Context: an optimization exercise on an open-source flow, tuned for small area. The choices shown serve that exercise and are no tape-out recipe.
Function was checked by simulation only, so behaviour that the tests miss may differ from the original.
No activity file was given, so power comes from the tool's default toggle rates.

== willow ==
==> flow/design.v <==
`default_nettype none
package fwd_pkg;
    localparam int FWD_DATA_LSB  = 0;
    localparam int FWD_KEY_LSB   = FWD_DATA_LSB + 16;
    localparam int FWD_VALID_BIT = FWD_KEY_LSB + 8;
    localparam int FWD_WE_BIT    = FWD_VALID_BIT + 1;
    localparam int FWD_ADR_LSB   = FWD_WE_BIT + 1;
    localparam int FWD_REC_W     = FWD_ADR_LSB + 4;
    localparam int FWD_ENT_W     = FWD_WE_BIT;
    function automatic logic [FWD_REC_W-1:0] fwd_pack_rec(
        input logic [4-1:0]  adr,
        input logic                   we,
        input logic                   valid,
        input logic [8-1:0]  key,
        input logic [16-1:0] data
    );
        fwd_pack_rec = {adr, we, valid, key, data};
    endfunction
    function automatic logic fwd_addr_hit(
        input logic [FWD_REC_W-1:0]  rec,
        input logic [4-1:0] adr
    );
        logic [4-1:0] rec_adr;
        rec_adr = rec[FWD_ADR_LSB +: 4];
        fwd_addr_hit = rec[FWD_WE_BIT] && (rec_adr == adr);
    endfunction
endpackage
`default_nettype wire
`default_nettype none
module fwd_history (
    input  logic                          clk,
    input  logic                          reset,
    input  logic                          clk_en_i,
    input  logic [fwd_pkg::FWD_REC_W-1:0] rec_i,
    output logic [fwd_pkg::FWD_REC_W-1:0] new_o,
    output logic [fwd_pkg::FWD_REC_W-1:0] old_o
);
    logic [fwd_pkg::FWD_REC_W-1:0] new_q, old_q;
    always_ff @(posedge clk) begin
        if (clk_en_i) begin
            new_q <= rec_i;
            old_q <= new_q;
        end
        if (reset) begin
            new_q[fwd_pkg::FWD_WE_BIT] <= 1'b0;
            old_q[fwd_pkg::FWD_WE_BIT] <= 1'b0;
        end
    end
    assign new_o = new_q;
    assign old_o = old_q;
endmodule
`default_nettype wire
`default_nettype none
module fwd_merge_stage (
    input  logic                          clk,
    input  logic                          reset,
    input  logic                          clk_en_i,
    input  logic [4-1:0]         adr_i,
    input  logic [fwd_pkg::FWD_ENT_W-1:0] ent_i,
    input  logic [fwd_pkg::FWD_REC_W-1:0] new_i,
    input  logic [fwd_pkg::FWD_REC_W-1:0] old_i,
    output logic [fwd_pkg::FWD_ENT_W-1:0] ent_o
);
    localparam int EW = fwd_pkg::FWD_ENT_W;
    localparam int VB = fwd_pkg::FWD_VALID_BIT;
    logic hit_new, hit_old;
    logic sel_a, sel_b;
    logic [EW-1:0] mrg_q, out_q;
    assign hit_new = fwd_pkg::fwd_addr_hit(new_i, adr_i);
    assign hit_old = fwd_pkg::fwd_addr_hit(old_i, adr_i);
    assign sel_a = clk_en_i & (hit_new | hit_old);
    assign sel_b = clk_en_i & (hit_new | ~hit_old);
    always_ff @(posedge clk) begin
        for (int i = 0; i < EW; i++) begin
            mrg_q[i] <= sel_a ? (sel_b ? new_i[i] : old_i[i])
                              : (sel_b ? ent_i[i] : mrg_q[i]);
        end
        if (clk_en_i) begin
            out_q <= mrg_q;
        end
        if (reset) begin
            mrg_q[VB] <= 1'b0;
            out_q[VB] <= 1'b0;
        end
    end
    assign ent_o = out_q;
endmodule
`default_nettype wire
`default_nettype none
module fwd_updater_top (
    input  logic                   clk,
    input  logic                   reset,
    input  logic                   clk_en_i,
    input  logic [4*4-1:0]  rd_adr_i,
    input  logic [4*8-1:0]  rd_key_i,
    input  logic [4*16-1:0] rd_data_i,
    input  logic [4-1:0]                   rd_valid_i,
    input  logic [4*4-1:0]  wr_adr_i,
    input  logic [4*8-1:0]  wr_key_i,
    input  logic [4*16-1:0] wr_data_i,
    input  logic [4-1:0]                   wr_valid_i,
    input  logic [4-1:0]                   wr_en_i,
    output logic [4*8-1:0]  fix_key_o,
    output logic [4*16-1:0] fix_data_o,
    output logic [4-1:0]                   fix_valid_o
);
    genvar t;
    generate
        for (t = 0; t < 4; t++) begin : g_table
            logic [fwd_pkg::FWD_REC_W-1:0] wr_rec, new_rec, old_rec;
            logic [fwd_pkg::FWD_ENT_W-1:0] rd_ent, fix_ent;
            assign wr_rec = fwd_pkg::fwd_pack_rec(wr_adr_i[t*4 +: 4], wr_en_i[t], wr_valid_i[t],
                                                  wr_key_i[t*8 +: 8], wr_data_i[t*16 +: 16]);
            assign rd_ent = {rd_valid_i[t], rd_key_i[t*8 +: 8], rd_data_i[t*16 +: 16]};
            fwd_history u_fwd_history (
                .clk      (clk),
                .reset    (reset),
                .clk_en_i (clk_en_i),
                .rec_i    (wr_rec),
                .new_o    (new_rec),
                .old_o    (old_rec)
            );
            fwd_merge_stage u_fwd_merge_stage (
                .clk      (clk),
                .reset    (reset),
                .clk_en_i (clk_en_i),
                .adr_i    (rd_adr_i[t*4 +: 4]),
                .ent_i    (rd_ent),
                .new_i    (new_rec),
                .old_i    (old_rec),
                .ent_o    (fix_ent)
            );
            assign fix_key_o[t*8 +: 8]    = fix_ent[fwd_pkg::FWD_KEY_LSB +: 8];
            assign fix_data_o[t*16 +: 16] = fix_ent[fwd_pkg::FWD_DATA_LSB +: 16];
            assign fix_valid_o[t]                           = fix_ent[fwd_pkg::FWD_VALID_BIT];
        end
    endgenerate
endmodule
`default_nettype wire
Settings: LEC_CHECK=0, CAP_MARGIN=20, CORE_MARGIN=2, CORE_UTILIZATION=40, SLEW_MARGIN=20; clock period 2.5 ns.
run.sh (not shown) runs the stock make flow with config.mk's settings and CLKGATE_MAP_FILE= SYNTH_SCRIPT=/design/flow/synth_recipe.tcl, a recipe that flattens the netlist after the stock synthesis.
Setup changes, willow to cedar
Settings: CORE_UTILIZATION now 65, was 40.
==> flow/flow/run.sh (new file) <==
#!/bin/bash
# Standard ORFS layout, with small port buffers and a lighter clock tree.
set -euo pipefail
export BUFFER_PORTS_ARGS="-buffer_cell sky130_fd_sc_hd__buf_1"
export CTS_ARGS="-sink_clustering_enable -repair_clock_nets -buf_list {sky130_fd_sc_hd__clkbuf_4 sky130_fd_sc_hd__clkbuf_8} -sink_clustering_size 12 -sink_clustering_max_diameter 50 -dont_use_dummy_load"
bash standard.sh finish > standard_flow.log 2>&1
==> flow/standard.sh (new file) <==
#!/bin/bash
# synth_recipe.tcl (not shown) runs the flow's synth.tcl, then flattens the netlist and writes it again
# the make line also repeats each setting of config.mk as NAME=value (left out here)
make -C /OpenROAD-flow-scripts/flow DESIGN_CONFIG=/design/flow/config.mk WORK_HOME=/design/flow/orfs CLKGATE_MAP_FILE= SYNTH_SCRIPT=/design/flow/synth_recipe.tcl "${@:-finish}"
removed: flow/run.sh
==> comparison <==
Going from willow to cedar, combinational gate power shrinks by 32%.
Aggregate global-route resource usage ended up 7.0 points higher on cedar than on willow.
Highest metal layer with signal wires = met4: cedar; highest metal layer with signal wires = met5: willow
willow -> cedar: number of CTS-inserted buffers decreased by a few percent
The total clock network power reported for cedar is smaller than that of willow by about 44%.
Per the comparison of cedar with willow, post-layout minimum cycle time went down, relative slew slack lower, count of non-filler cells in the finished layout lower.
Changes observed in cedar relative to willow: total die area has decreased, overall power after layout has decreased.
The inputs of garnet differ from those of cedar as listed below.
==> flow/flow/run.sh <==
#!/bin/bash
# Standard ORFS layout, with small port buffers and a lighter clock tree.
set -euo pipefail
export BUFFER_PORTS_ARGS="-buffer_cell sky130_fd_sc_hd__buf_1"
bash standard.sh finish > standard_flow.log 2>&1
Results
The critical path's largest stage delay of garnet exceeds that of cedar by 0.02 ns.
Going from cedar to garnet, filler-free cell count of the finished design saw an increase, via count went up by about 1.7%, H-tree depth flat.
garnet closes out successfully: all stages finished, all timing, DRC and antenna checks passed.
garnet ended up with g_table[3].u_fwd_history.new_q[29] as its launching element of the worst setup path; cedar ended up with g_table[2].u_fwd_history.new_q[26].
Looking at setup slack after layout across both flows, garnet is the stronger of the two, with cedar trailing.
For the switching power, garnet came in 16% higher than cedar did.
The following lists how indigo was set up differently from garnet:
Settings: a change of CORE_UTILIZATION from 65 to 40.
==> flow/flow/run.sh <==
#!/bin/bash
# Standard ORFS layout; the only change is the cell that buffers each port.
set -euo pipefail
export BUFFER_PORTS_ARGS="-buffer_cell sky130_fd_sc_hd__buf_1"
bash standard.sh finish > standard_flow.log 2>&1
--- outcome ---
For the number of iterations in the first detailed-routing pass, indigo came in 1 lower than garnet did. Looking at number of clock buffer instances in the layout across indigo and garnet, the one that comes out lower is garnet. After synthesis and placement, the instance count of indigo is above that of garnet. Summary — core region area, indigo relative to garnet: higher, by about 64%. When indigo is set beside garnet, its met2 routed wirelength turns out to be about 5% larger. The non-clock buffer count reported for indigo is smaller than that of garnet by 4. Going from garnet to indigo, total via count in the routed design down 185; vias per cell lower; first-pass GRT wire length went up about 4.4%; clock network area share went up 0.36 points.
The following lists how raven was set up differently from indigo:
Settings: CTS_BUF_LIST newly set to sky130_fd_sc_hd__clkbuf_4 sky130_fd_sc_hd__clkbuf_2.
==> flow/run.sh (new file) <==
#!/bin/bash
# synth_recipe.tcl (not shown) runs the flow's synth.tcl, then flattens the netlist and writes it again
# the make line also repeats each setting of config.mk as NAME=value (left out here)
make -C /OpenROAD-flow-scripts/flow DESIGN_CONFIG=/design/flow/config.mk WORK_HOME=/design/flow/orfs CLKGATE_MAP_FILE= SYNTH_SCRIPT=/design/flow/synth_recipe.tcl finish
removed: flow/flow/run.sh
removed: flow/standard.sh
==> comparison <==
Total design power shrinks slightly when moving from indigo to raven. The wire length of the first global-routing pass of raven exceeds that of indigo by 3400 um. In the flow results for indigo and raven, the combinational-cell power consumption is larger on raven.

## re-timing with driven ports
The results above use ideal ports. As a check the final layouts listed here were re-extracted and re-timed, cells and wires unchanged. Step 1 assumes that a clkbuf_16 drives the clock port and a buf_2 every other input. Step 2 moves the port delays by t, midway between the first and last clock arrival at a register: inputs arrive t later, outputs are due t later. That takes back most of the time a late clock gives input paths. Slacks: ideal / step 1 / step 2; pairs: ideal / step 1.
run	t, ns	setup slack, ns	worst setup path at the end	worst slew at a driven data input, ns	pins driven straight from the clock port
willow	0.587	0.205 / 0.232 / -0.355	input to register	0.09	1
cedar	0.575	0.296 / 0.296 / 0.104	input to register	0.10	1
garnet	0.567	0.323 / 0.323 / 0.102	input to register	0.10	1
indigo	0.599	0.279 / 0.279 / 0.023	input to register	0.09	1
raven	0.804	0.297 / 0.251 / -0.320	input to register	0.09	1
Met with ideal ports but missed after step 2: setup timing in willow and raven. The setup slack of raven, which loses most, moves by -0.046 ns with the drivers and by -0.617 ns with both steps.
